From an optimization exercise on the open Yosys and OpenROAD flow, aimed at small area and a short achievable clock period; shortcuts taken in it are not production practice. The RTL was checked by simulation tests, not by an equivalence proof against the original design. No activity file was given, so power comes from the tool's default toggle rates.

$ cat flow/config.mk
export PLATFORM = sky130hd
export DESIGN_NAME = executeStage
export DESIGN_NICKNAME = executeStage
export VERILOG_FILES = /design/flow/design.v
export SDC_FILE = /design/flow/constraint.sdc
export NUM_CORES = 4
export LEC_CHECK = 0
export ABC_AREA = 1
export CAP_MARGIN = 20
export CORE_MARGIN = 2
export CORE_UTILIZATION = 40
export SLEW_MARGIN = 20
$ cat flow/constraint.sdc
create_clock -name core_clock -period 7.2 [get_ports {clk_i}]
set_input_delay 1.4400 -clock core_clock [delete_from_list [all_inputs] [get_ports {clk_i}]]
set_output_delay 1.4400 -clock core_clock [all_outputs]
set_load 0.01 [all_outputs]
$ cat flow/design.v
package y86Pkg;
    localparam int WORD_W = 64;                              
    localparam logic [3:0] REG_NONE = 4'hF;                  
    localparam logic [WORD_W-1:0] STACK_STEP = 64'd8;        
    localparam int ZF_BIT = 2;
    localparam int SF_BIT = 1;
    localparam int OF_BIT = 0;
    localparam logic [2:0] CC_RESET = 3'b100;                
    typedef enum logic [3:0] {
        HALT   = 4'h0,
        NOP    = 4'h1,
        CMOVXX = 4'h2,                                       
        IRMOVQ = 4'h3,
        RMMOVQ = 4'h4,
        MRMOVQ = 4'h5,
        OPQ    = 4'h6,
        JXX    = 4'h7,
        CALL   = 4'h8,
        RET    = 4'h9,
        PUSHQ  = 4'hA,
        POPQ   = 4'hB
    } icodeE;
    typedef enum logic [3:0] {
        ADD = 4'h0,
        SUB = 4'h1,
        AND = 4'h2,
        XOR = 4'h3
    } aluFunE;
    typedef enum logic [3:0] {
        YES = 4'h0,
        LE  = 4'h1,
        L   = 4'h2,
        E   = 4'h3,
        NE  = 4'h4,
        GE  = 4'h5,
        G   = 4'h6
    } condE;
    typedef enum logic [2:0] {
        BUBBLE = 3'd0,
        OK     = 3'd1,
        STALL  = 3'd4
    } statE;
endpackage
`timescale 1ns/1ps
module executeRegister (
    input  logic                         clk_i,
    input  logic                         rst_n_i,
    input  logic                         stall_i,
    input  logic                         bubble_i,
    input  logic [3:0]                   icode_i,
    input  logic [3:0]                   ifun_i,
    input  logic [2:0]                   stat_i,
    input  logic [y86Pkg::WORD_W-1:0]    valA_i,
    input  logic [y86Pkg::WORD_W-1:0]    valB_i,
    input  logic [y86Pkg::WORD_W-1:0]    valC_i,
    input  logic [3:0]                   dstE_i,
    input  logic [3:0]                   dstM_i,
    output logic                         bubble_o,
    output logic [3:0]                   icode_o,
    output logic [2:0]                   cfun_o,      
    output logic [2:0]                   stat_o,
    output logic [y86Pkg::WORD_W-1:0]    valA_o,
    output logic [y86Pkg::WORD_W-1:1]    opX_o,
    output logic [y86Pkg::WORD_W-1:1]    opY_o,
    output logic                         sum0_o,      
    output logic                         carry1_o,    
    output logic                         noCarry_o,
    output logic                         zeroE_o,     
    output logic [3:0]                   dstE_o,
    output logic [3:0]                   dstM_o
);
    localparam int W = y86Pkg::WORD_W;
    logic kill;
    logic load;
    assign kill = !rst_n_i || bubble_i;
    assign load = !rst_n_i || !stall_i;
    logic isOpq, isCmov, isIrmov, isMem, isPush, isPop, isJxx;
    assign isOpq   = (icode_i == y86Pkg::OPQ);
    assign isCmov  = (icode_i == y86Pkg::CMOVXX);
    assign isIrmov = (icode_i == y86Pkg::IRMOVQ);
    assign isMem   = (icode_i == y86Pkg::RMMOVQ) || (icode_i == y86Pkg::MRMOVQ);
    assign isPush  = (icode_i == y86Pkg::CALL)   || (icode_i == y86Pkg::PUSHQ);
    assign isPop   = (icode_i == y86Pkg::RET)    || (icode_i == y86Pkg::POPQ);
    assign isJxx   = (icode_i == y86Pkg::JXX);
    logic opAdd, opSub, opAnd, opXor;
    assign opAdd = isOpq && (ifun_i == 4'h0);
    assign opSub = isOpq && (ifun_i == 4'h1);
    assign opAnd = isOpq && (ifun_i == 4'h2);
    assign opXor = isOpq && (ifun_i == 4'h3);
    logic xB;
    assign xB = isOpq || isMem || isPush || isPop;
    logic opNone;
    assign opNone = isOpq && (ifun_i[3:2] != 2'b00);
    logic yA, yNA, yNAB, yC, yM8, yP8;
    assign yA   = opAdd || opXor || isCmov;
    assign yNA  = opSub;
    assign yNAB = opAnd;
    assign yC   = isIrmov || isMem;
    assign yM8  = isPush;
    assign yP8  = isPop;
    logic [W-1:0] xNext, yNext;
    assign xNext = {W{xB}} & valB_i;
    assign yNext = ({W{yA}}   & valA_i)
                 | ({W{yNA}}  & ~valA_i)
                 | ({W{yNAB}} & (~valA_i & valB_i))
                 | ({W{yC}}   & valC_i)
                 | ({W{yM8}}  & (-y86Pkg::STACK_STEP))
                 | ({W{yP8}}  & y86Pkg::STACK_STEP);
    logic sum0Next, carry1Next;
    assign sum0Next   = ((opAdd || opSub || opXor) && (valA_i[0] ^ valB_i[0]))
                      | (opAnd && (valA_i[0] & valB_i[0]))
                      | (isCmov && valA_i[0])
                      | (isIrmov && valC_i[0])
                      | (isMem && (valB_i[0] ^ valC_i[0]))
                      | ((isPush || isPop) && valB_i[0]);
    assign carry1Next = (opAdd && (valA_i[0] & valB_i[0]))
                      | (opSub && (valB_i[0] | ~valA_i[0]))
                      | (isMem && (valB_i[0] & valC_i[0]));
    logic [2:0] cfunNext;
    assign cfunNext = ((isJxx || isCmov) && (ifun_i < 4'd7)) ? ifun_i[2:0] : 3'd7;
    always_ff @(posedge clk_i) begin
        if (load) begin
            bubble_o <= kill;
            icode_o  <= icode_i;
            stat_o   <= stat_i;
            dstE_o   <= dstE_i;
            dstM_o   <= dstM_i;
            valA_o   <= valA_i;
            cfun_o   <= cfunNext;
            opX_o    <= xNext[W-1:1];
            opY_o    <= yNext[W-1:1];
            sum0_o   <= sum0Next;
            carry1_o <= carry1Next;
            noCarry_o <= opAnd || opXor || opNone;
            zeroE_o   <= opNone;
        end
    end
endmodule
`timescale 1ns/1ps
module aluUnit (
    input  logic [y86Pkg::WORD_W-1:1]    opX_i,
    input  logic [y86Pkg::WORD_W-1:1]    opY_i,
    input  logic                         sum0_i,
    input  logic                         carry1_i,
    input  logic                         noCarry_i,
    output logic [y86Pkg::WORD_W-1:0]    valE_o
);
    logic [63:1] gen;
    logic [63:1] prop;
    logic [63:1] carry;
    assign gen  = opX_i & opY_i;
    assign prop = opX_i ^ opY_i;
    logic gn1, pn1;
    logic gn2, pn2;
    logic gn3, pn3;
    logic gn4, pn4;
    logic gn5, pn5;
    logic gn6, pn6;
    logic gn7, pn7;
    logic gn8, pn8;
    logic gn9, pn9;
    logic gn10, pn10;
    logic gn11, pn11;
    logic gn12, pn12;
    logic gn13, pn13;
    logic gn14, pn14;
    logic gn15, pn15;
    logic gn16, pn16;
    logic gn17, pn17;
    logic gn18, pn18;
    logic gn19, pn19;
    logic gn20, pn20;
    logic gn21, pn21;
    logic gn22, pn22;
    logic gn23, pn23;
    logic gn24, pn24;
    logic gn25, pn25;
    logic gn26, pn26;
    logic gn27, pn27;
    logic gn28, pn28;
    logic gn29, pn29;
    logic gn30, pn30;
    logic gn31, pn31;
    logic gn32, pn32;
    logic gn33, pn33;
    logic gn34, pn34;
    logic gn35, pn35;
    logic gn36, pn36;
    logic gn37, pn37;
    logic gn38, pn38;
    logic gn39, pn39;
    logic gn40, pn40;
    logic gn41, pn41;
    logic gn42, pn42;
    logic gn43, pn43;
    logic gn44, pn44;
    logic gn45, pn45;
    logic gn46, pn46;
    logic gn47, pn47;
    logic gn48, pn48;
    logic gn49, pn49;
    logic gn50, pn50;
    logic gn51, pn51;
    logic gn52, pn52;
    logic gn53, pn53;
    logic gn54, pn54;
    logic gn55, pn55;
    logic gn56, pn56;
    logic gn57, pn57;
    logic gn58, pn58;
    logic gn59, pn59;
    logic gn60, pn60;
    logic gn61, pn61;
    logic gn62, pn62;
    logic gn63, pn63;
    logic gn64, pn64;
    logic gn65, pn65;
    logic gn66, pn66;
    logic gn67, pn67;
    logic gn68, pn68;
    logic gn69, pn69;
    logic gn70, pn70;
    logic gn71, pn71;
    logic gn72, pn72;
    logic gn73, pn73;
    logic gn74, pn74;
    logic gn75, pn75;
    logic gn76, pn76;
    logic gn77, pn77;
    logic gn78, pn78;
    logic gn79, pn79;
    logic gn80, pn80;
    logic gn81, pn81;
    logic gn82, pn82;
    logic gn83, pn83;
    logic gn84, pn84;
    logic gn85, pn85;
    logic gn86, pn86;
    logic gn87, pn87;
    logic gn88, pn88;
    logic gn89, pn89;
    logic gn90, pn90;
    logic gn91, pn91;
    logic gn92, pn92;
    logic gn93, pn93;
    logic gn94, pn94;
    logic gn95, pn95;
    logic gn96, pn96;
    logic gn97, pn97;
    logic gn98, pn98;
    logic gn99, pn99;
    logic gn100, pn100;
    logic gn101, pn101;
    logic gn102, pn102;
    logic gn103, pn103;
    logic gn104, pn104;
    logic gn105, pn105;
    logic gn106, pn106;
    logic gn107, pn107;
    logic gn108, pn108;
    logic gn109, pn109;
    logic gn110, pn110;
    logic gn111, pn111;
    logic gn112, pn112;
    logic gn113, pn113;
    logic gn114, pn114;
    logic gn115, pn115;
    logic gn116, pn116;
    logic gn117, pn117;
    logic gn118, pn118;
    logic gn119, pn119;
    logic gn120, pn120;
    logic gn121, pn121;
    logic gn122, pn122;
    logic gn123, pn123;
    logic gn124, pn124;
    logic gn125, pn125;
    logic gn126, pn126;
    logic gn127, pn127;
    logic gn128, pn128;
    logic gn129, pn129;
    logic gn130, pn130;
    logic gn131, pn131;
    logic gn132, pn132;
    logic gn133, pn133;
    logic gn134, pn134;
    logic gn135, pn135;
    logic gn136, pn136;
    logic gn137, pn137;
    logic gn138, pn138;
    logic gn139, pn139;
    logic gn140, pn140;
    logic gn141, pn141;
    logic gn142, pn142;
    logic gn143, pn143;
    logic gn144, pn144;
    logic gn145, pn145;
    logic gn146, pn146;
    logic gn147, pn147;
    logic gn148, pn148;
    logic gn149, pn149;
    logic gn150, pn150;
    logic gn151, pn151;
    logic gn152, pn152;
    logic gn153, pn153;
    logic gn154, pn154;
    logic gn155, pn155;
    logic gn156, pn156;
    logic gn157, pn157;
    logic gn158, pn158;
    logic gn159, pn159;
    logic gn160, pn160;
    logic gn161, pn161;
    logic gn162, pn162;
    logic gn163, pn163;
    logic gn164, pn164;
    logic gn165, pn165;
    logic gn166, pn166;
    logic gn167, pn167;
    logic gn168, pn168;
    logic gn169, pn169;
    logic gn170, pn170;
    logic gn171, pn171;
    logic gn172, pn172;
    logic gn173, pn173;
    logic gn174, pn174;
    logic gn175, pn175;
    logic gn176, pn176;
    logic gn177, pn177;
    logic gn178, pn178;
    logic gn179, pn179;
    logic gn180, pn180;
    logic gn181, pn181;
    logic gn182, pn182;
    logic gn183, pn183;
    logic gn184, pn184;
    logic gn185, pn185;
    logic gn186, pn186;
    logic gn187, pn187;
    logic gn188, pn188;
    logic gn189, pn189;
    logic gn190, pn190;
    logic gn191, pn191;
    logic gn192, pn192;
    assign gn1 = gen[1] | (prop[1] & carry1_i);
    assign gn2 = gen[3] | (prop[3] & gen[2]);
    assign pn2 = prop[3] & prop[2];
    assign gn3 = gen[5] | (prop[5] & gen[4]);
    assign pn3 = prop[5] & prop[4];
    assign gn4 = gen[7] | (prop[7] & gen[6]);
    assign pn4 = prop[7] & prop[6];
    assign gn5 = gen[9] | (prop[9] & gen[8]);
    assign pn5 = prop[9] & prop[8];
    assign gn6 = gen[11] | (prop[11] & gen[10]);
    assign pn6 = prop[11] & prop[10];
    assign gn7 = gen[13] | (prop[13] & gen[12]);
    assign pn7 = prop[13] & prop[12];
    assign gn8 = gen[15] | (prop[15] & gen[14]);
    assign pn8 = prop[15] & prop[14];
    assign gn9 = gen[17] | (prop[17] & gen[16]);
    assign pn9 = prop[17] & prop[16];
    assign gn10 = gen[19] | (prop[19] & gen[18]);
    assign pn10 = prop[19] & prop[18];
    assign gn11 = gen[21] | (prop[21] & gen[20]);
    assign pn11 = prop[21] & prop[20];
    assign gn12 = gen[23] | (prop[23] & gen[22]);
    assign pn12 = prop[23] & prop[22];
    assign gn13 = gen[25] | (prop[25] & gen[24]);
    assign pn13 = prop[25] & prop[24];
    assign gn14 = gen[27] | (prop[27] & gen[26]);
    assign pn14 = prop[27] & prop[26];
    assign gn15 = gen[29] | (prop[29] & gen[28]);
    assign pn15 = prop[29] & prop[28];
    assign gn16 = gen[31] | (prop[31] & gen[30]);
    assign pn16 = prop[31] & prop[30];
    assign gn17 = gen[33] | (prop[33] & gen[32]);
    assign pn17 = prop[33] & prop[32];
    assign gn18 = gen[35] | (prop[35] & gen[34]);
    assign pn18 = prop[35] & prop[34];
    assign gn19 = gen[37] | (prop[37] & gen[36]);
    assign pn19 = prop[37] & prop[36];
    assign gn20 = gen[39] | (prop[39] & gen[38]);
    assign pn20 = prop[39] & prop[38];
    assign gn21 = gen[41] | (prop[41] & gen[40]);
    assign pn21 = prop[41] & prop[40];
    assign gn22 = gen[43] | (prop[43] & gen[42]);
    assign pn22 = prop[43] & prop[42];
    assign gn23 = gen[45] | (prop[45] & gen[44]);
    assign pn23 = prop[45] & prop[44];
    assign gn24 = gen[47] | (prop[47] & gen[46]);
    assign pn24 = prop[47] & prop[46];
    assign gn25 = gen[49] | (prop[49] & gen[48]);
    assign pn25 = prop[49] & prop[48];
    assign gn26 = gen[51] | (prop[51] & gen[50]);
    assign pn26 = prop[51] & prop[50];
    assign gn27 = gen[53] | (prop[53] & gen[52]);
    assign pn27 = prop[53] & prop[52];
    assign gn28 = gen[55] | (prop[55] & gen[54]);
    assign pn28 = prop[55] & prop[54];
    assign gn29 = gen[57] | (prop[57] & gen[56]);
    assign pn29 = prop[57] & prop[56];
    assign gn30 = gen[59] | (prop[59] & gen[58]);
    assign pn30 = prop[59] & prop[58];
    assign gn31 = gen[61] | (prop[61] & gen[60]);
    assign pn31 = prop[61] & prop[60];
    assign gn32 = gen[63] | (prop[63] & gen[62]);
    assign pn32 = prop[63] & prop[62];
    assign gn33 = gen[2] | (prop[2] & gn1);
    assign gn34 = gn2 | (pn2 & gn1);
    assign gn35 = gen[6] | (prop[6] & gn3);
    assign pn35 = prop[6] & pn3;
    assign gn36 = gn4 | (pn4 & gn3);
    assign pn36 = pn4 & pn3;
    assign gn37 = gen[10] | (prop[10] & gn5);
    assign pn37 = prop[10] & pn5;
    assign gn38 = gn6 | (pn6 & gn5);
    assign pn38 = pn6 & pn5;
    assign gn39 = gen[14] | (prop[14] & gn7);
    assign pn39 = prop[14] & pn7;
    assign gn40 = gn8 | (pn8 & gn7);
    assign pn40 = pn8 & pn7;
    assign gn41 = gen[18] | (prop[18] & gn9);
    assign pn41 = prop[18] & pn9;
    assign gn42 = gn10 | (pn10 & gn9);
    assign pn42 = pn10 & pn9;
    assign gn43 = gen[22] | (prop[22] & gn11);
    assign pn43 = prop[22] & pn11;
    assign gn44 = gn12 | (pn12 & gn11);
    assign pn44 = pn12 & pn11;
    assign gn45 = gen[26] | (prop[26] & gn13);
    assign pn45 = prop[26] & pn13;
    assign gn46 = gn14 | (pn14 & gn13);
    assign pn46 = pn14 & pn13;
    assign gn47 = gen[30] | (prop[30] & gn15);
    assign pn47 = prop[30] & pn15;
    assign gn48 = gn16 | (pn16 & gn15);
    assign pn48 = pn16 & pn15;
    assign gn49 = gen[34] | (prop[34] & gn17);
    assign pn49 = prop[34] & pn17;
    assign gn50 = gn18 | (pn18 & gn17);
    assign pn50 = pn18 & pn17;
    assign gn51 = gen[38] | (prop[38] & gn19);
    assign pn51 = prop[38] & pn19;
    assign gn52 = gn20 | (pn20 & gn19);
    assign pn52 = pn20 & pn19;
    assign gn53 = gen[42] | (prop[42] & gn21);
    assign pn53 = prop[42] & pn21;
    assign gn54 = gn22 | (pn22 & gn21);
    assign pn54 = pn22 & pn21;
    assign gn55 = gen[46] | (prop[46] & gn23);
    assign pn55 = prop[46] & pn23;
    assign gn56 = gn24 | (pn24 & gn23);
    assign pn56 = pn24 & pn23;
    assign gn57 = gen[50] | (prop[50] & gn25);
    assign pn57 = prop[50] & pn25;
    assign gn58 = gn26 | (pn26 & gn25);
    assign pn58 = pn26 & pn25;
    assign gn59 = gen[54] | (prop[54] & gn27);
    assign pn59 = prop[54] & pn27;
    assign gn60 = gn28 | (pn28 & gn27);
    assign pn60 = pn28 & pn27;
    assign gn61 = gen[58] | (prop[58] & gn29);
    assign pn61 = prop[58] & pn29;
    assign gn62 = gn30 | (pn30 & gn29);
    assign pn62 = pn30 & pn29;
    assign gn63 = gen[62] | (prop[62] & gn31);
    assign pn63 = prop[62] & pn31;
    assign gn64 = gn32 | (pn32 & gn31);
    assign pn64 = pn32 & pn31;
    assign gn65 = gen[4] | (prop[4] & gn34);
    assign gn66 = gn3 | (pn3 & gn34);
    assign gn67 = gn35 | (pn35 & gn34);
    assign gn68 = gn36 | (pn36 & gn34);
    assign gn69 = gen[12] | (prop[12] & gn38);
    assign pn69 = prop[12] & pn38;
    assign gn70 = gn7 | (pn7 & gn38);
    assign pn70 = pn7 & pn38;
    assign gn71 = gn39 | (pn39 & gn38);
    assign pn71 = pn39 & pn38;
    assign gn72 = gn40 | (pn40 & gn38);
    assign pn72 = pn40 & pn38;
    assign gn73 = gen[20] | (prop[20] & gn42);
    assign pn73 = prop[20] & pn42;
    assign gn74 = gn11 | (pn11 & gn42);
    assign pn74 = pn11 & pn42;
    assign gn75 = gn43 | (pn43 & gn42);
    assign pn75 = pn43 & pn42;
    assign gn76 = gn44 | (pn44 & gn42);
    assign pn76 = pn44 & pn42;
    assign gn77 = gen[28] | (prop[28] & gn46);
    assign pn77 = prop[28] & pn46;
    assign gn78 = gn15 | (pn15 & gn46);
    assign pn78 = pn15 & pn46;
    assign gn79 = gn47 | (pn47 & gn46);
    assign pn79 = pn47 & pn46;
    assign gn80 = gn48 | (pn48 & gn46);
    assign pn80 = pn48 & pn46;
    assign gn81 = gen[36] | (prop[36] & gn50);
    assign pn81 = prop[36] & pn50;
    assign gn82 = gn19 | (pn19 & gn50);
    assign pn82 = pn19 & pn50;
    assign gn83 = gn51 | (pn51 & gn50);
    assign pn83 = pn51 & pn50;
    assign gn84 = gn52 | (pn52 & gn50);
    assign pn84 = pn52 & pn50;
    assign gn85 = gen[44] | (prop[44] & gn54);
    assign pn85 = prop[44] & pn54;
    assign gn86 = gn23 | (pn23 & gn54);
    assign pn86 = pn23 & pn54;
    assign gn87 = gn55 | (pn55 & gn54);
    assign pn87 = pn55 & pn54;
    assign gn88 = gn56 | (pn56 & gn54);
    assign pn88 = pn56 & pn54;
    assign gn89 = gen[52] | (prop[52] & gn58);
    assign pn89 = prop[52] & pn58;
    assign gn90 = gn27 | (pn27 & gn58);
    assign pn90 = pn27 & pn58;
    assign gn91 = gn59 | (pn59 & gn58);
    assign pn91 = pn59 & pn58;
    assign gn92 = gn60 | (pn60 & gn58);
    assign pn92 = pn60 & pn58;
    assign gn93 = gen[60] | (prop[60] & gn62);
    assign pn93 = prop[60] & pn62;
    assign gn94 = gn31 | (pn31 & gn62);
    assign pn94 = pn31 & pn62;
    assign gn95 = gn63 | (pn63 & gn62);
    assign pn95 = pn63 & pn62;
    assign gn96 = gn64 | (pn64 & gn62);
    assign pn96 = pn64 & pn62;
    assign gn97 = gen[8] | (prop[8] & gn68);
    assign gn98 = gn5 | (pn5 & gn68);
    assign gn99 = gn37 | (pn37 & gn68);
    assign gn100 = gn38 | (pn38 & gn68);
    assign gn101 = gn69 | (pn69 & gn68);
    assign gn102 = gn70 | (pn70 & gn68);
    assign gn103 = gn71 | (pn71 & gn68);
    assign gn104 = gn72 | (pn72 & gn68);
    assign gn105 = gen[24] | (prop[24] & gn76);
    assign pn105 = prop[24] & pn76;
    assign gn106 = gn13 | (pn13 & gn76);
    assign pn106 = pn13 & pn76;
    assign gn107 = gn45 | (pn45 & gn76);
    assign pn107 = pn45 & pn76;
    assign gn108 = gn46 | (pn46 & gn76);
    assign pn108 = pn46 & pn76;
    assign gn109 = gn77 | (pn77 & gn76);
    assign pn109 = pn77 & pn76;
    assign gn110 = gn78 | (pn78 & gn76);
    assign pn110 = pn78 & pn76;
    assign gn111 = gn79 | (pn79 & gn76);
    assign pn111 = pn79 & pn76;
    assign gn112 = gn80 | (pn80 & gn76);
    assign pn112 = pn80 & pn76;
    assign gn113 = gen[40] | (prop[40] & gn84);
    assign pn113 = prop[40] & pn84;
    assign gn114 = gn21 | (pn21 & gn84);
    assign pn114 = pn21 & pn84;
    assign gn115 = gn53 | (pn53 & gn84);
    assign pn115 = pn53 & pn84;
    assign gn116 = gn54 | (pn54 & gn84);
    assign pn116 = pn54 & pn84;
    assign gn117 = gn85 | (pn85 & gn84);
    assign pn117 = pn85 & pn84;
    assign gn118 = gn86 | (pn86 & gn84);
    assign pn118 = pn86 & pn84;
    assign gn119 = gn87 | (pn87 & gn84);
    assign pn119 = pn87 & pn84;
    assign gn120 = gn88 | (pn88 & gn84);
    assign pn120 = pn88 & pn84;
    assign gn121 = gen[56] | (prop[56] & gn92);
    assign pn121 = prop[56] & pn92;
    assign gn122 = gn29 | (pn29 & gn92);
    assign pn122 = pn29 & pn92;
    assign gn123 = gn61 | (pn61 & gn92);
    assign pn123 = pn61 & pn92;
    assign gn124 = gn62 | (pn62 & gn92);
    assign pn124 = pn62 & pn92;
    assign gn125 = gn93 | (pn93 & gn92);
    assign pn125 = pn93 & pn92;
    assign gn126 = gn94 | (pn94 & gn92);
    assign pn126 = pn94 & pn92;
    assign gn127 = gn95 | (pn95 & gn92);
    assign pn127 = pn95 & pn92;
    assign gn128 = gn96 | (pn96 & gn92);
    assign pn128 = pn96 & pn92;
    assign gn129 = gen[16] | (prop[16] & gn104);
    assign gn130 = gn9 | (pn9 & gn104);
    assign gn131 = gn41 | (pn41 & gn104);
    assign gn132 = gn42 | (pn42 & gn104);
    assign gn133 = gn73 | (pn73 & gn104);
    assign gn134 = gn74 | (pn74 & gn104);
    assign gn135 = gn75 | (pn75 & gn104);
    assign gn136 = gn76 | (pn76 & gn104);
    assign gn137 = gn105 | (pn105 & gn104);
    assign gn138 = gn106 | (pn106 & gn104);
    assign gn139 = gn107 | (pn107 & gn104);
    assign gn140 = gn108 | (pn108 & gn104);
    assign gn141 = gn109 | (pn109 & gn104);
    assign gn142 = gn110 | (pn110 & gn104);
    assign gn143 = gn111 | (pn111 & gn104);
    assign gn144 = gn112 | (pn112 & gn104);
    assign gn145 = gen[48] | (prop[48] & gn120);
    assign pn145 = prop[48] & pn120;
    assign gn146 = gn25 | (pn25 & gn120);
    assign pn146 = pn25 & pn120;
    assign gn147 = gn57 | (pn57 & gn120);
    assign pn147 = pn57 & pn120;
    assign gn148 = gn58 | (pn58 & gn120);
    assign pn148 = pn58 & pn120;
    assign gn149 = gn89 | (pn89 & gn120);
    assign pn149 = pn89 & pn120;
    assign gn150 = gn90 | (pn90 & gn120);
    assign pn150 = pn90 & pn120;
    assign gn151 = gn91 | (pn91 & gn120);
    assign pn151 = pn91 & pn120;
    assign gn152 = gn92 | (pn92 & gn120);
    assign pn152 = pn92 & pn120;
    assign gn153 = gn121 | (pn121 & gn120);
    assign pn153 = pn121 & pn120;
    assign gn154 = gn122 | (pn122 & gn120);
    assign pn154 = pn122 & pn120;
    assign gn155 = gn123 | (pn123 & gn120);
    assign pn155 = pn123 & pn120;
    assign gn156 = gn124 | (pn124 & gn120);
    assign pn156 = pn124 & pn120;
    assign gn157 = gn125 | (pn125 & gn120);
    assign pn157 = pn125 & pn120;
    assign gn158 = gn126 | (pn126 & gn120);
    assign pn158 = pn126 & pn120;
    assign gn159 = gn127 | (pn127 & gn120);
    assign pn159 = pn127 & pn120;
    assign gn160 = gn128 | (pn128 & gn120);
    assign pn160 = pn128 & pn120;
    assign gn161 = gen[32] | (prop[32] & gn144);
    assign gn162 = gn17 | (pn17 & gn144);
    assign gn163 = gn49 | (pn49 & gn144);
    assign gn164 = gn50 | (pn50 & gn144);
    assign gn165 = gn81 | (pn81 & gn144);
    assign gn166 = gn82 | (pn82 & gn144);
    assign gn167 = gn83 | (pn83 & gn144);
    assign gn168 = gn84 | (pn84 & gn144);
    assign gn169 = gn113 | (pn113 & gn144);
    assign gn170 = gn114 | (pn114 & gn144);
    assign gn171 = gn115 | (pn115 & gn144);
    assign gn172 = gn116 | (pn116 & gn144);
    assign gn173 = gn117 | (pn117 & gn144);
    assign gn174 = gn118 | (pn118 & gn144);
    assign gn175 = gn119 | (pn119 & gn144);
    assign gn176 = gn120 | (pn120 & gn144);
    assign gn177 = gn145 | (pn145 & gn144);
    assign gn178 = gn146 | (pn146 & gn144);
    assign gn179 = gn147 | (pn147 & gn144);
    assign gn180 = gn148 | (pn148 & gn144);
    assign gn181 = gn149 | (pn149 & gn144);
    assign gn182 = gn150 | (pn150 & gn144);
    assign gn183 = gn151 | (pn151 & gn144);
    assign gn184 = gn152 | (pn152 & gn144);
    assign gn185 = gn153 | (pn153 & gn144);
    assign gn186 = gn154 | (pn154 & gn144);
    assign gn187 = gn155 | (pn155 & gn144);
    assign gn188 = gn156 | (pn156 & gn144);
    assign gn189 = gn157 | (pn157 & gn144);
    assign gn190 = gn158 | (pn158 & gn144);
    assign gn191 = gn159 | (pn159 & gn144);
    assign gn192 = gn160 | (pn160 & gn144);
    assign carry = {gn191, gn190, gn189, gn188, gn187, gn186, gn185, gn184, gn183, gn182, gn181, gn180, gn179, gn178, gn177, gn176, gn175, gn174, gn173, gn172, gn171, gn170, gn169, gn168, gn167, gn166, gn165, gn164, gn163, gn162, gn161, gn144, gn143, gn142, gn141, gn140, gn139, gn138, gn137, gn136, gn135, gn134, gn133, gn132, gn131, gn130, gn129, gn104, gn103, gn102, gn101, gn100, gn99, gn98, gn97, gn68, gn67, gn66, gn65, gn34, gn33, gn1, carry1_i};
    assign valE_o = {prop ^ (carry & {63{!noCarry_i}}), sum0_i};
endmodule
`timescale 1ns/1ps
module condUnit (
    input  logic                         clk_i,
    input  logic                         rst_n_i,
    input  logic                         stall_i,
    input  logic                         setCc_i,      
    input  logic                         xSign_i,      
    input  logic                         ySign_i,      
    input  logic                         noCarry_i,    
    input  logic [y86Pkg::WORD_W-1:0]    mValE_i,      
    input  logic [2:0]                   cfun_i,
    output logic                         cnd_o
);
    localparam int MSB = y86Pkg::WORD_W - 1;
    logic [2:0] ccSaved;
    logic       fromM;         
    logic       mSignSame;     
    logic       mXSign;        
    logic [2:0] cc;
    logic       zf;
    logic       sf;
    logic       of;
    assign zf = fromM ? (mValE_i == '0) : ccSaved[y86Pkg::ZF_BIT];
    assign sf = fromM ? mValE_i[MSB]    : ccSaved[y86Pkg::SF_BIT];
    assign of = fromM ? (mSignSame && (mValE_i[MSB] != mXSign)) : ccSaved[y86Pkg::OF_BIT];
    always_comb begin
        cc = '0;
        cc[y86Pkg::ZF_BIT] = zf;
        cc[y86Pkg::SF_BIT] = sf;
        cc[y86Pkg::OF_BIT] = of;
    end
    always_ff @(posedge clk_i) begin
        if (!rst_n_i) begin
            ccSaved <= y86Pkg::CC_RESET;
            fromM   <= 1'b0;
        end else begin
            ccSaved <= cc;
            fromM   <= setCc_i && !stall_i;
        end
    end
    always_ff @(posedge clk_i) begin
        mSignSame <= (xSign_i == ySign_i) && !noCarry_i;
        mXSign    <= xSign_i;
    end
    always_comb begin
        case (cfun_i)
            3'd0:    cnd_o = 1'b1;
            3'd1:    cnd_o = (sf ^ of) | zf;
            3'd2:    cnd_o = sf ^ of;
            3'd3:    cnd_o = zf;
            3'd4:    cnd_o = !zf;
            3'd5:    cnd_o = !(sf ^ of);
            3'd6:    cnd_o = !(sf ^ of) && !zf;
            default: cnd_o = 1'b0;
        endcase
    end
endmodule
`timescale 1ns/1ps
module memoryRegister (
    input  logic                         clk_i,
    input  logic                         rst_n_i,
    input  logic                         stall_i,
    input  logic                         bubble_i,    
    input  logic                         zeroE_i,     
    input  logic [3:0]                   icode_i,
    input  logic [2:0]                   stat_i,
    input  logic [y86Pkg::WORD_W-1:0]    valE_i,
    input  logic [y86Pkg::WORD_W-1:0]    valA_i,
    input  logic [3:0]                   dstE_i,
    input  logic [3:0]                   dstM_i,
    input  logic                         cnd_i,
    output logic [3:0]                   icode_o,
    output logic [2:0]                   stat_o,
    output logic [y86Pkg::WORD_W-1:0]    valE_o,
    output logic [y86Pkg::WORD_W-1:0]    valA_o,
    output logic [3:0]                   dstE_o,
    output logic [3:0]                   dstM_o,
    output logic                         cnd_o
);
    logic [3:0] dstESel;
    assign dstESel = (icode_i == y86Pkg::CMOVXX && !cnd_i) ? y86Pkg::REG_NONE : dstE_i;
    always_ff @(posedge clk_i) begin
        if (!rst_n_i || stall_i || bubble_i) begin       
            icode_o <= y86Pkg::NOP;
            stat_o  <= y86Pkg::BUBBLE;
            valE_o  <= '0;
            valA_o  <= '0;
            dstE_o  <= y86Pkg::REG_NONE;
            dstM_o  <= y86Pkg::REG_NONE;
            cnd_o   <= 1'b0;
        end else begin
            icode_o <= icode_i;
            stat_o  <= stat_i;
            valE_o  <= zeroE_i ? '0 : valE_i;
            valA_o  <= valA_i;
            dstE_o  <= dstESel;
            dstM_o  <= dstM_i;
            cnd_o   <= cnd_i;
        end
    end
endmodule
`timescale 1ns/1ps
module executeStage (
    input  logic                         clk_i,
    input  logic                         rst_n_i,
    input  logic                         stall_i,
    input  logic                         bubble_i,
    input  logic [3:0]                   icode_i,
    input  logic [3:0]                   ifun_i,
    input  logic [2:0]                   stat_i,
    input  logic [y86Pkg::WORD_W-1:0]    valA_i,
    input  logic [y86Pkg::WORD_W-1:0]    valB_i,
    input  logic [y86Pkg::WORD_W-1:0]    valC_i,
    input  logic [3:0]                   dstE_i,
    input  logic [3:0]                   dstM_i,
    input  logic [3:0]                   srcA_i,      
    input  logic [3:0]                   srcB_i,
    output logic [3:0]                   icode_o,
    output logic [2:0]                   stat_o,
    output logic [y86Pkg::WORD_W-1:0]    valE_o,
    output logic [y86Pkg::WORD_W-1:0]    valA_o,
    output logic [3:0]                   dstE_o,
    output logic [3:0]                   dstM_o,
    output logic                         cnd_o
);
    logic                      eBubble;
    logic [3:0]                eIcode;
    logic [2:0]                eCfun;
    logic                      eSetCc;
    logic [2:0]                eStat;
    logic [y86Pkg::WORD_W-1:0] eValA;
    logic [y86Pkg::WORD_W-1:1] eOpX;
    logic [y86Pkg::WORD_W-1:1] eOpY;
    logic                      eSum0;
    logic                      eCarry1;
    logic                      eNoCarry;
    assign eSetCc = (eIcode == y86Pkg::OPQ) && !eBubble;
    logic                      eZeroE;
    logic [3:0]                eDstE;
    logic [3:0]                eDstM;
    logic [y86Pkg::WORD_W-1:0] aluValE;
    logic                      eCnd;
    executeRegister u_executeRegister (
        .clk_i   (clk_i),   .rst_n_i (rst_n_i), .stall_i (stall_i), .bubble_i (bubble_i),
        .icode_i (icode_i), .ifun_i  (ifun_i),  .stat_i  (stat_i),
        .valA_i  (valA_i),  .valB_i  (valB_i),  .valC_i  (valC_i),
        .dstE_i  (dstE_i),  .dstM_i  (dstM_i),
        .bubble_o (eBubble),
        .icode_o (eIcode),  .cfun_o  (eCfun),   .stat_o (eStat),
        .valA_o  (eValA),   .opX_o   (eOpX),    .opY_o   (eOpY),   .sum0_o (eSum0), .carry1_o (eCarry1),
        .noCarry_o (eNoCarry), .zeroE_o (eZeroE),
        .dstE_o  (eDstE),   .dstM_o  (eDstM)
    );
    aluUnit u_aluUnit (
        .opX_i  (eOpX),    .opY_i   (eOpY),    .sum0_i (eSum0), .carry1_i (eCarry1), .noCarry_i (eNoCarry),
        .valE_o (aluValE)
    );
    condUnit u_condUnit (
        .clk_i   (clk_i),  .rst_n_i (rst_n_i), .stall_i (stall_i),
        .setCc_i (eSetCc), .xSign_i (eOpX[y86Pkg::WORD_W-1]), .ySign_i (eOpY[y86Pkg::WORD_W-1]),
        .noCarry_i (eNoCarry),
        .mValE_i (valE_o), .cfun_i (eCfun), .cnd_o (eCnd)
    );
    memoryRegister u_memoryRegister (
        .clk_i   (clk_i),   .rst_n_i (rst_n_i), .stall_i (stall_i), .bubble_i (eBubble),
        .zeroE_i (eZeroE),
        .icode_i (eIcode),  .stat_i  (eStat),   .valE_i  (aluValE), .valA_i (eValA),
        .dstE_i  (eDstE),   .dstM_i  (eDstM),   .cnd_i   (eCnd),
        .icode_o (icode_o), .stat_o  (stat_o),  .valE_o  (valE_o),  .valA_o (valA_o),
        .dstE_o  (dstE_o),  .dstM_o  (dstM_o),  .cnd_o   (cnd_o)
    );
endmodule
$ cat flow/flow/run.sh
#!/bin/bash
set -euo pipefail
export BUFFER_PORTS_ARGS="-buffer_cell sky130_fd_sc_hd__buf_1"
export CTS_BUF_LIST="sky130_fd_sc_hd__clkbuf_8 sky130_fd_sc_hd__clkbuf_16"
export CTS_CLUSTER_SIZE=24
export CTS_CLUSTER_DIAMETER=100
export SETUP_SLACK_MARGIN=4.8
bash standard.sh finish > make_finish.log 2>&1
$ cat flow/standard.sh
#!/bin/bash
# synth_recipe.tcl (not shown) runs the flow's synth.tcl, then flattens the netlist and writes it again
# the make line also repeats each setting of config.mk as NAME=value (left out here)
make -C /OpenROAD-flow-scripts/flow DESIGN_CONFIG=/design/flow/config.mk WORK_HOME=/design/flow/orfs CLKGATE_MAP_FILE= SYNTH_SCRIPT=/design/flow/synth_recipe.tcl "${@:-finish}"
==> results of run 1 <==
## metrics by stage
step                cell area (um^2)  instances  util [%]  power (mW)  worst slack, ns
floorplan                      17400       1979         -        3.02             4.54
global placement               19100       2829      44.6        3.23             3.08
detailed placement             19100       2829      44.6        3.26             3.03
CTS                            21100       2902      49.2        4.52             4.69
global route                   21600       2916      50.5        4.75             4.69
finish                         21600       2917      50.5        4.52             4.73
## final cells by class
cell class              count  area (um^2)  area share (%)
repair inverters            2         28.8           0.133
multi-input cells        1279         6800            31.5
well taps                 546          683            3.16
repair buffers            410         2900            13.4
clock inverters            15         78.8           0.364
diodes                      1         2.50          0.0116
clock buffers              19          475            2.20
flip-flops and latches    363         9530            44.0
inverters                 282         1130            5.22
## power by group through the flow
stage	sequential, mW	combinational [mW]	clock [mW]
detailed placement	2.46	0.794	0
global placement	2.46	0.775	0
floorplan	2.46	0.558	0
CTS	2.42	0.880	1.22
finish	2.42	0.920	1.18
global route	2.44	1.03	1.29
## sequential cells by signal, indices dropped and copies added (netlist names), 3 cells and up
| name | cells |
|---|---|
| u_executeRegister.cfun_o | 3 |
| u_condUnit.ccSaved | 3 |
| u_memoryRegister.icode_o | 4 |
| u_executeRegister.opX_o | 63 |
| u_memoryRegister.dstM_o | 4 |
| u_executeRegister.icode_o | 4 |
| u_executeRegister.dstM_o | 4 |
| u_executeRegister.stat_o | 3 |
| u_memoryRegister.stat_o | 3 |
| u_memoryRegister.valE_o | 64 |
| u_executeRegister.valA_o | 64 |
| u_memoryRegister.valA_o | 64 |
| u_executeRegister.opY_o | 63 |
| u_memoryRegister.dstE_o | 4 |
| u_executeRegister.dstE_o | 4 |
## repair_timing
action	4_1_cts	5_1_grt
buffers inserted	27	8
pin swaps	15	6
gates cloned	12	6
hold buffers	0	0
gates resized for setup	390	99
endpoints found under the setup margin	517	253
## synthesized netlist by cell type, drive strengths merged, types with 3 or more instances
master | number | area [um^2]
a21oi | 173 | 877
buf | 20 | 138
clkbuf | 43 | 241
dfxtp | 150 | 3000
edfxtp | 213 | 6400
ha | 65 | 813
inv | 280 | 1050
nand2 | 428 | 1690
nand3 | 134 | 681
nand3b | 8 | 60.1
nand4 | 8 | 71.3
nor2 | 315 | 1240
nor3 | 11 | 75.1
o211ai | 3 | 22.5
o21a | 3 | 22.5
o21ai | 28 | 140
o21bai | 65 | 488
or2 | 12 | 75.1
xor2 | 4 | 35.0
## cells by family (layout without fill, tap and decap cells)
logic type	Yosys count	count (layout)	share of synthesized area, %
simple gates	918	927	22.6
flops	363	363	54.5
buf+inv	346	728	8.38
compound gates	283	283	9.59
fa+ha+maj	65	65	4.71
xor+xnor	4	4	0.203
other cells	0	1	0
## routing by layer
| layer | wire (um) | vias up | global-route usage [%] | share of wire, % |
|---|---|---|---|---|
| li1 | - | 7172 | - | - |
| met1 | 21900 | 7052 | 27.9 | 41 |
| met2 | 26000 | 523 | 39.4 | 49 |
| met3 | 3470 | 85 | 3.90 | 6.5 |
| met4 | 1520 | 2 | 6.14 | 2.9 |
| met5 | 13 | - | 0 | 0.025 |
## worst max-delay path by stage
stage                                startpoint                      endpoint  slack, ns  depth (start not counted)
floorplan                               rst_n_i    u_executeRegister.bubble_o       4.54                          1
detailed placement                      rst_n_i   u_executeRegister.opX_o[35]       3.03                          4
global placement                        rst_n_i  u_executeRegister.valA_o[35]       3.08                          4
CTS                 u_memoryRegister.valE_o[47]                    valE_o[47]       4.69                          1
global route        u_memoryRegister.valE_o[47]                    valE_o[47]       4.69                          1
finish              u_memoryRegister.valE_o[47]                    valE_o[47]       4.73                          1
==> flow_summary.toml, run 1 <==
[timing]
period_share_pct = 34.3
period_minus_slack_ns = 2.47
report.final.slew_viol_count = 0
worst_pin_slew_ns = 0.720
fmax_mhz = 405
finClkSkew_ns = 0.0208
setup_viol = 0
finalSetupTns_ns = 0
max_slew_margin_pct = 52.0
final_hold_viol_count = 0
rsz0062_at_grt = "true"
holdWs_ns = 0.403

[route]
vias = 14800
wl_per_cell_um = 18.2
drt-total-wl_um = 53000
post-route-drc-count = 0
drt_iter0_drc = 1039
vias_per_cell = 5.09
firstDrtPassIters = 5
detail-route-antenna-nets = 0

[logic_synthesis]
ys_types = 45
seq_area_frac_synth_pct = 54.5
ys_warn_count = 3
synth_fp_nets = 2267
syn-instance-count = 1979
synth_edf_count = 213
postSynthAreaPerCell_um2 = 8.72
syn_area_um2 = 17300
synth_top_flop_cell = "edfxtp_1"
ys_ff_latch = 363
synthArstFlopShare_pct = 0

[global_route]
grt_pass1_wl_um = 77200
grt_pass1_vias = 14300
grt_overflow = 0
grt_usage_pct = 22.3
grt_max_degree = 77
grt_antenna_before_repair = 1

[setup_path]
cp.required_ns = 5.76
crit_chain = "buf_6"
timing.critical_path.buf_inv = 1
slowest_delay_ns = 0.37
reg2reg_to = "u_memoryRegister.valE_o[7]"
cp_top_family = "flip-flops"
r2r_start = "u_executeRegister.noCarry_o"
worst_setup_path_start_kind = "flop"
crit_slowest_cell = "dfxtp_4"
r2r.worst_path.cells = 10
r2r_slack_ns = 4.90
crit_arrival_ns = 1.03
cp_max_fo = 2
cp-end-kind = "output port"
criticalPathCategory = "reg -> out"

[clock_network]
clk_pin_slew_ns = 0.10
insertion_delay_ns = 0.55
htreeDepth = 1
cts.sinks = 363
cts_root_buf = "clkbuf_16"
cts_tree = "yes"
cts_made_buffers = 19
clk_path_buf_depth = 3

[power]
sw_frac_of_total_pct = 29.3
p_leak_nw = 10.3
peakVddDrop_mv = 0.172
seq_power_share_pct = 53.5
power_density_nw_per_um2 = 209
comb_power_share_pct = 20.3
switchingPower_mw = 1.33
clkPwrFrac_pct = 26.1
intPower_mw = 3.20

[cells_and_area]
syn_to_final_growth_pct = 25.3
layout.nets = 2645
n_fill_cell = 3989
final_cell_mix = "nand2_1 (385), nor2_1 (295), inv_1 (275), edfxtp_1 (213), buf_1 (208)"
final_common_cell = "nand2_1"
drive_gt1_share_pct = 19.2

[placed_design]
globalplace.congestion = 0.800
dp_hpwl_um = 32700
numPortBuffers = 358

[floorplan]
die_h_um = 212
core_area_um2 = 42800
dieArea_um2 = 44800
io_pins = 367
initial_utilization_pct = 40.3
die_w_um = 212
num_rows = 76

[min_path]
hold_path_end = "u_condUnit.mXSign"
hold_depth = 0
min-delay-start = "u_executeRegister.opX_o[63]"
holdCritPathClass = "reg -> reg"

[run]
drv_cap = 0

[outcome]
status = "timing/DRC/antenna clean"
==> run 2, diff against run 1 <==
==> flow/flow/run.sh (replaced) <==
#!/bin/bash
set -euo pipefail
export BUFFER_PORTS_ARGS="-buffer_cell sky130_fd_sc_hd__buf_1"
export CTS_BUF_LIST="sky130_fd_sc_hd__clkbuf_8 sky130_fd_sc_hd__clkbuf_16"
export CTS_CLUSTER_SIZE=24
export CTS_CLUSTER_DIAMETER=100
export SETUP_SLACK_MARGIN=5.0
bash standard.sh finish > make_finish.log 2>&1
==> flow_summary.toml, run 2 <==
[setup_path]
cp.required_ns = 7.50
crit_path_start = "icode_i[2]"
cp_max_fo = 8
crit_arrival_ns = 2.81
worst_setup_path_start_kind = "input pin"
cp-end-kind = "flop"
criticalPathCategory = "in -> reg"
r2r_slack_ns = 5.01
r2r_start = "u_executeRegister.opY_o[13]"

[logic_synthesis]
synthArstFlopShare_pct = 0
synth_fp_nets = 2267
yosysMostFrequentCell = "nand2_1"
postSynthAreaPerCell_um2 = 8.72
syn_area_um2 = 17300
syn-instance-count = 1979
synth.area.top_cells = "edfxtp_1 (37%), dfxtp_1 (17%), nand2_1 (8.6%)"
yosysTopAreaCell = "edfxtp_1"
netlist.area_leader.share_pct = 37.1
ys_types = 45
synth_commonest_cells = "nand2_1 (397), nor2_1 (302), inv_1 (273)"
synth_top_flop_cell = "edfxtp_1"
seq_area_frac_synth_pct = 54.5
synth_edf_count = 213
ys_warn_count = 3
ys_ff_latch = 363

[clock_network]
hold_buffers = 0
cts_made_buffers = 19
cts.sinks = 363
insertion_delay_ns = 0.55
cts_tree = "yes"
clk_path_buf_depth = 3
cts_root_buf = "clkbuf_16"
htreeDepth = 1
clk_pin_slew_ns = 0.10

[route]
drt_iter0_drc = 1085
dr_wl_met2_um = 29300
vias_per_cell = 5.17
detail-route-antenna-nets = 0
routed.top_layer = "met5"
firstDrtPassIters = 5
drt-total-wl_um = 59700
post-route-drc-count = 0
vias = 15400
wl_per_cell_um = 20.0
met1Wirelength_um = 23500
routed-wl-met3_um = 4690

[outcome]
status = "timing/DRC/antenna clean"

[cells_and_area]
n_fill_cell = 3545
final_common_cell = "nand2_1"
reg_top3 = "u_executeRegister.valA_o: 64 flops, u_memoryRegister.valA_o: 64 flops, u_memoryRegister.valE_o: 64 flops"
layout.nets = 2705
drive_gt1_share_pct = 34.3
syn_to_final_growth_pct = 43.8
fin_util_pct = 58.0
stdcell_area_um2 = 24800
final_cell_mix = "nand2_1 (291), inv_1 (274), nor2_1 (249), edfxtp_1 (213), buf_1 (204)"
final_cells = 2978

[min_path]
holdCritPathClass = "reg -> reg"
min-delay-start = "u_executeRegister.opX_o[63]"

[floorplan]
core_area_um2 = 42800
num_rows = 76
initial_utilization_pct = 40.3
dieArea_um2 = 44800
die_h_um = 212
io_pins = 367
die_w_um = 212

[timing]
finalSetupTns_ns = 0
max_slew_margin_pct = 49.1
finClkSkew_ns = 0.0330
worst_pin_slew_ns = 0.763
report.final.slew_viol_count = 0
rsz0062_at_grt = "true"
finalWorstSetupSlack_ns = 4.69
period_share_pct = 34.9
final_hold_viol_count = 0
setup_viol = 0
holdWs_ns = 0.409
fmax_mhz = 398
period_minus_slack_ns = 2.51

[power]
peakVddDrop_mv = 0.146
fin_total_pwr_mw = 4.79
p_leak_nw = 11.6
power_density_nw_per_um2 = 193

[placed_design]
globalplace.congestion = 0.840
dpl.cell_count = 2830
dp_hpwl_um = 32200
numPortBuffers = 358
place_ws_ns = 3.19
placed_area_um2 = 19300

[global_route]
grt_pass1_vias = 14800
grt_pass1_wl_um = 83100
grt_antenna_before_repair = 4
grt_overflow = 0
grt_usage_pct = 24.4
grt_max_degree = 77

[run]
drv_cap = 0
## run 2: cell counts after synthesis
Identical to the previous run, type by type.
## run 2: path summary, 6_finish.rpt
| kind | depth (start not counted) | to |
|---|---|---|
| max | 11 | u_executeRegister.opY_o[16] |
| min | 0 | u_condUnit.mXSign |
| max reg2reg | 13 | u_memoryRegister.valE_o[35] |
| min reg2reg | 0 | u_condUnit.mXSign |
## run 2: per-layer routing
| metal | track usage, % | up-vias |
|---|---|---|
| li1 | - | 7302 |
| met1 | 30.4 | 7373 |
| met2 | 40.8 | 589 |
| met3 | 6.25 | 116 |
| met4 | 9.20 | 4 |
| met5 | 0.445 | - |
## run 2: cell families (layout without fill, tap and decap cells)
group | Yosys count | after routing | synth area share (%)
and+or+nand+nor | 918 | 926 | 22.6
DFF | 363 | 363 | 54.5
buffers and inverters | 346 | 789 | 8.38
AOI/OAI and AO/OA | 283 | 283 | 9.59
adders and majority gates | 65 | 65 | 4.71
xor gates and xnor gates | 4 | 4 | 0.203
other | 0 | 2 | 0
## run 2: timing repair
action	4_1_cts	5_1_grt
gates cloned	27	9
buffers inserted	48	28
resized for setup	632	304
pin swaps	61	81
endpoints found under the setup margin	625	363
## run 2: worst max-delay path, cell delays in order
cell,delay [ns]
buf_12,0.11
inv_12,0.04
nor2_4,0.03
nand2_4,0.08
buf_6,0.11
inv_4,0.04
nand4_1,0.20
buf_12,0.28
clkinv_16,0.15
o21bai_1,0.21
nand3_2,0.09
## run 2: report_power, final
group | switching, mW | leakage (nW) | internal [mW]
logic | 0.691 | 7.78 | 0.458
clock network | 0.697 | 0.320 | 0.506
registers | 0.0744 | 3.48 | 2.37
## run 2: area by class of cell
class | instances | area, um^2 | area share (%)
Tap cell | 546 | 683 | 2.75
Inverter | 282 | 1190 | 4.81
Clock buffer | 20 | 489 | 1.97
Clock inverter | 14 | 73.8 | 0.297
Sequential cell | 363 | 9520 | 38.4
Antenna cell | 2 | 5.00 | 0.0202
Timing Repair Buffer | 465 | 3800 | 15.3
Multi-Input combinational cell | 1278 | 8870 | 35.7
Timing Repair inverter | 8 | 191 | 0.771
==> run 3, diff against run 2 <==
==> flow/flow/run.sh (replaced) <==
#!/bin/bash
set -euo pipefail
export BUFFER_PORTS_ARGS="-buffer_cell sky130_fd_sc_hd__buf_1"
export CTS_BUF_LIST="sky130_fd_sc_hd__clkbuf_8 sky130_fd_sc_hd__clkbuf_16"
export CTS_CLUSTER_SIZE=24
export CTS_CLUSTER_DIAMETER=100
export SETUP_SLACK_MARGIN=4.6
bash standard.sh finish > make_finish.log 2>&1
==> flow_summary.toml, run 3 <==
[power]
p_leak_nw = 9.34
peakVddDrop_mv = 0.151
fin_total_pwr_mw = 4.43
power_density_nw_per_um2 = 221

[timing]
final_hold_viol_count = 0
max_slew_margin_pct = 33.8
rsz0062_at_grt = "true"
finalSetupTns_ns = 0
holdWs_ns = 0.408
worst_pin_slew_ns = 0.992
setup_viol = 0
report.final.slew_viol_count = 0
finClkSkew_ns = 0.0185
period_minus_slack_ns = 2.57
period_share_pct = 35.6
fmax_mhz = 390

[run]
drv_cap = 0

[placed_design]
dp_hpwl_um = 33000
placed_area_um2 = 19000
dpl.cell_count = 2828
numPortBuffers = 358
globalplace.congestion = 0.825

[logic_synthesis]
ys_ff_latch = 363
ys_warn_count = 3
yosysMostFrequentCell = "nand2_1"
synth_fp_nets = 2267
synthArstFlopShare_pct = 0
netlist.area_leader.share_pct = 37.1
synth_edf_count = 213
syn-instance-count = 1979
synth_commonest_cells = "nand2_1 (397), nor2_1 (302), inv_1 (273)"
synth.area.top_cells = "edfxtp_1 (37%), dfxtp_1 (17%), nand2_1 (8.6%)"
postSynthAreaPerCell_um2 = 8.72
ys_types = 45
synth_top_flop_cell = "edfxtp_1"
seq_area_frac_synth_pct = 54.5
yosysTopAreaCell = "edfxtp_1"
syn_area_um2 = 17300

[route]
vias_per_cell = 5.00
drt-total-wl_um = 51000
firstDrtPassIters = 6
drt_iter0_drc = 1066
vias = 14400
post-route-drc-count = 0
wl_per_cell_um = 17.7
detail-route-antenna-nets = 0

[global_route]
grt_usage_pct = 21.2
grt_pass1_vias = 13400
grt_max_degree = 117
grt_antenna_before_repair = 2
grt_pass1_wl_um = 73300
grt_overflow = 0

[floorplan]
core_area_um2 = 42800
io_pins = 367
num_rows = 76
dieArea_um2 = 44800
initial_utilization_pct = 40.3
die_h_um = 212
die_w_um = 212

[clock_network]
hold_buffers = 0
cts_root_buf = "clkbuf_16"
clk_path_buf_depth = 3
insertion_delay_ns = 0.55
htreeDepth = 1
cts_made_buffers = 19
clk_pin_slew_ns = 0.10
cts_tree = "yes"
cts.sinks = 363

[setup_path]
cp.required_ns = 5.76
crit_slowest_cell = "dfxtp_1"
crit_chain = "buf_1"
cp_max_fo = 2
cp_top_family = "flip-flops"
cp-end-kind = "output port"
slowest_delay_ns = 0.36
crit_arrival_ns = 1.13
worst_setup_path_start_kind = "flop"
timing.critical_path.buf_inv = 1
criticalPathCategory = "reg -> out"

[cells_and_area]
reg_top3 = "u_executeRegister.valA_o: 64 flops, u_memoryRegister.valA_o: 64 flops, u_memoryRegister.valE_o: 64 flops"
layout.nets = 2612
drive_gt1_share_pct = 6.72
stdcell_area_um2 = 20100
final_common_cell = "nand2_1"
final_cells = 2883
final_cell_mix = "nand2_1 (393), buf_1 (348), nor2_1 (297), inv_1 (280), edfxtp_1 (213)"
syn_to_final_growth_pct = 16.4

[outcome]
status = "timing/DRC/antenna clean"

[min_path]
holdCritPathClass = "reg -> reg"
==> run 3: cell type report <==
class | instances | area, um^2
clock inverters | 14 | 70.1
well taps | 546 | 683
clock buffers | 19 | 475
repair inverters | 2 | 25.0
multi-input cells | 1275 | 6610
flip-flops and latches | 363 | 9400
fillers | 4143 | 22700
diodes | 1 | 2.50
inverters | 282 | 1100
repair buffers | 381 | 1710
==> run 3: through the flow <==
stage	setup WS [ns]	util (%)
2_1_floorplan	4.54	-
3_3_place_gp	3.24	44.5
3_5_place_dp	3.20	44.5
4_1_cts	4.57	46.2
5_1_grt	4.55	46.9
6_report	4.63	46.9
==> run 3: metal layers <==
layer | wire length, um | up-vias | track usage, %
li1 | - | 7098 | -
met1 | 22100 | 6742 | 28.8
met2 | 23700 | 499 | 34.5
met3 | 3700 | 81 | 3.68
met4 | 1540 | 2 | 6.58
met5 | 12 | - | 0
==> run 3: report_power, final <==
| part | switching [mW] | internal (mW) |
|---|---|---|
| Combinational | 0.559 | 0.283 |
| Sequential | 0.0567 | 2.36 |
| Clock | 0.681 | 0.491 |
==> run 3: cell families (layout without fill, tap and decap cells) <==
logic type                 count (synthesis)  count (layout)  synth area share (%)
AOI/OAI and AO/OA                        283             283                  9.59
xor gates and xnor gates                   4               4                 0.203
adders and majority gates                 65              65                  4.71
buffers and inverters                    346             698                  8.38
DFF                                      363             363                  54.5
other                                      0               1                     0
and+or+nand+nor                          918             923                  22.6
==> run 3: path summary, 6_finish.rpt <==
path                                     from                           to  slack, ns  cells after the start
hold reg to reg   u_executeRegister.opX_o[63]            u_condUnit.mXSign       0.41                      0
setup reg to reg  u_executeRegister.noCarry_o  u_memoryRegister.valE_o[42]       4.67                      8
hold / removal    u_executeRegister.opX_o[63]            u_condUnit.mXSign       0.41                      0
setup / recovery  u_memoryRegister.valE_o[34]                   valE_o[34]       4.63                      1
==> run 3: timing repair <==
item	4_1_cts	5_1_grt
gates cloned	3	7
setup endpoints to repair	242	223
setup buffers	3	8
gates resized for setup	29	33
pin swaps	2	8
==> run 4, diff against run 3 <==
==> flow/flow/run.sh (replaced) <==
#!/bin/bash
set -euo pipefail
export BUFFER_PORTS_ARGS="-buffer_cell sky130_fd_sc_hd__buf_1"
export CTS_BUF_LIST="sky130_fd_sc_hd__clkbuf_8 sky130_fd_sc_hd__clkbuf_16"
export CTS_CLUSTER_SIZE=24
export CTS_CLUSTER_DIAMETER=100
export SETUP_SLACK_MARGIN=4.7
bash standard.sh finish > make_finish.log 2>&1
==> flow_summary.toml, run 4 <==
[floorplan]
core_area_um2 = 42800
io_pins = 367
die_h_um = 212
die_w_um = 212
dieArea_um2 = 44800
initial_utilization_pct = 40.3
num_rows = 76

[logic_synthesis]
synthXorXnorAreaFrac_pct = 0.203
synth_edf_count = 213
synth_compound_area_share_pct = 9.59
ys_ff_latch = 363
synth.area.top_cells = "edfxtp_1 (37%), dfxtp_1 (17%), nand2_1 (8.6%)"
syn_area_um2 = 17300
synth_fp_nets = 2267
yosysTopAreaCell = "edfxtp_1"
netlist.area_leader.share_pct = 37.1
ys_types = 45
synth_commonest_cells = "nand2_1 (397), nor2_1 (302), inv_1 (273)"
synthArstFlopShare_pct = 0
ys_warn_count = 3
synth_top_family_by_area = "simple AND/OR/NAND/NOR gates"
synth_top_flop_cell = "edfxtp_1"
yosysMostFrequentCell = "nand2_1"
seq_area_frac_synth_pct = 54.5
yosys.area_share.simple_pct = 22.6
synthMuxAreaShare_pct = 0
postSynthAreaPerCell_um2 = 8.72
syn-instance-count = 1979
synth_fa_ha_area_share_pct = 4.71

[setup_path]
timing.critical_path.buf_inv = 1
worst_setup_path_start_kind = "flop"
cp_max_fo = 2
crit_arrival_ns = 1.03
cp-end-kind = "output port"
cp_top_family = "flip-flops"
crit_chain = "buf_6"
r2r_start = "u_executeRegister.opX_o[22]"
crit_path_start = "u_memoryRegister.valE_o[24]"
cp.required_ns = 5.76
criticalPathCategory = "reg -> out"
slowest_delay_ns = 0.38
crit_slowest_cell = "dfxtp_2"

[placed_design]
placed_area_um2 = 19100
globalplace.congestion = 0.884
dp_hpwl_um = 32300
numPortBuffers = 358

[power]
power_density_nw_per_um2 = 218
peakVddDrop_mv = 0.170
p_leak_nw = 9.78
fin_total_pwr_mw = 4.48

[timing]
period_minus_slack_ns = 2.47
setup_viol = 0
worst_pin_slew_ns = 0.772
rsz0062_at_grt = "true"
finalSetupTns_ns = 0
period_share_pct = 34.3
report.final.slew_viol_count = 0
max_slew_margin_pct = 48.5
finClkSkew_ns = 0.0309
fmax_mhz = 405
final_hold_viol_count = 0

[cells_and_area]
reg_top3 = "u_executeRegister.valA_o: 64 flops, u_memoryRegister.valA_o: 64 flops, u_memoryRegister.valE_o: 64 flops"
syn_to_final_growth_pct = 19.3
final_cell_mix = "nand2_1 (389), nor2_1 (296), inv_1 (278), buf_1 (271), edfxtp_1 (213)"
n_fill_cell = 4159
stdcell_area_um2 = 20600
final_common_cell = "nand2_1"
drive_gt1_share_pct = 13.3
layout.nets = 2626

[clock_network]
clk_path_buf_depth = 3
clk_pin_slew_ns = 0.10
cts_tree = "yes"
htreeDepth = 1
cts_made_buffers = 19
cts_root_buf = "clkbuf_16"
hold_buffers = 0
cts.sinks = 363
insertion_delay_ns = 0.54

[route]
drt_iter0_drc = 1053
detail-route-antenna-nets = 0
wl_per_cell_um = 17.3
firstDrtPassIters = 5
drt-total-wl_um = 50200
vias = 14400
post-route-drc-count = 0
vias_per_cell = 4.97

[run]
drv_cap = 0

[global_route]
grt_max_degree = 109
grt_pass1_vias = 13700
grt_usage_pct = 21.3
grt_pass1_wl_um = 74200
grt_antenna_before_repair = 1
grt_overflow = 0

[outcome]
status = "timing/DRC/antenna clean"

[min_path]
min-delay-start = "u_executeRegister.opX_o[63]"
holdCritPathClass = "reg -> reg"
## run 4: cell counts after synthesis
Identical to the previous run, type by type.
## run 4: logic make-up after synthesis
group                    after synthesis
flip-flops                           363
buffers and inverters                346
XOR/XNOR                               4
AO/OA/AOI/OAI                        283
AND/OR/NAND/NOR                      918
adder cells (fa/ha/maj)               65
## run 4: per-layer routing
layer / GRT usage (%) / vias up / share of wire, %
met5: 0 / - / 0
met4: 5.76 / 0 / 2.2
met3: 3.23 / 60 / 6.2
met2: 37.0 / 415 / 48
met1: 27.7 / 6785 / 43
li1: - / 7121 / -
## run 4: power by group
| group | leakage (nW) | switching (mW) | internal (mW) |
|---|---|---|---|
| Clock | 0.310 | 0.682 | 0.512 |
| Combinational | 6.00 | 0.563 | 0.311 |
| Sequential | 3.47 | 0.0527 | 2.36 |
| Total | 9.78 | 1.30 | 3.19 |
## run 4: cell type report
type | count | area [um^2] | area share [%]
sequential | 363 | 9470 | 46.0
multi-input combinational | 1273 | 6670 | 32.4
timing repair buffer | 397 | 2070 | 10.1
inverter | 282 | 1120 | 5.44
tap | 546 | 683 | 3.32
clock buffer | 20 | 500 | 2.43
clock inverter | 12 | 57.6 | 0.279
timing repair inverter | 2 | 20.0 | 0.0972
antenna | 1 | 2.50 | 0.0122
## run 4: timing repair
| action | in CTS | in global routing |
|---|---|---|
| cloned | 5 | 2 |
| pin swaps | 6 | 6 |
| endpoints found under the setup margin | 432 | 260 |
| resized for setup | 159 | 83 |
| buffers inserted | 8 | 17 |
| hold endpoints to repair | 0 | 0 |
## run 4: through the flow
step                      util, %  setup slack (ns)  hold WS (ns)  instances
after global routing         48.1              4.65         0.410       2895
after detailed placement     44.6              3.23         0.384       2831
after global placement       44.6              3.29         0.376       2831
after CTS                    47.1              4.70         0.403       2876
after floorplan                 -              4.54         0.367       1979
final                        48.1              4.73         0.401       2896
## run 4: worst paths after layout
kind / end / slack (ns) / depth (start not counted)
setup / recovery: valE_o[24] / 4.73 / 1
setup reg to reg: u_memoryRegister.valE_o[50] / 4.87 / 12
hold reg to reg: u_condUnit.mXSign / 0.40 / 0
hold / removal: u_condUnit.mXSign / 0.40 / 0

static timing again, ports no longer ideal:
No port has a modelled driver above. Below, the same layouts with a new extraction and two added sets of constraints. Step 1 (the two cells are an assumption about what drives the block):
set clk [get_ports {clk_i}]
set_driving_cell -lib_cell sky130_fd_sc_hd__clkbuf_16 $clk
set_driving_cell -lib_cell sky130_fd_sc_hd__buf_2 [delete_from_list [all_inputs] $clk]
Step 2 also shifts input and output timing later by t, the mid clock arrival at the registers, as if the neighbouring blocks saw the same clock. Three values: no drivers, after step 1, after step 2; two values: the first two.
run	shift t [ns]	setup slack, ns	hold slack, ns	worst data-port slew with drivers (ns)
run 1	0.599	4.728 / 4.675 / 4.161	0.403 / 0.403 / 0.403	0.11
run 2	0.585	4.689 / 4.670 / 4.105	0.409 / 0.409 / 0.409	0.13
run 3	0.589	4.635 / 4.583 / 4.088	0.408 / 0.408 / 0.408	0.11
run 4	0.583	4.732 / 4.678 / 4.196	0.401 / 0.401 / 0.401	0.11
After both steps setup and hold are still met in every run listed. The setup slack of run 2, which loses most, moves by -0.019 ns with the drivers and by -0.584 ns with both steps.
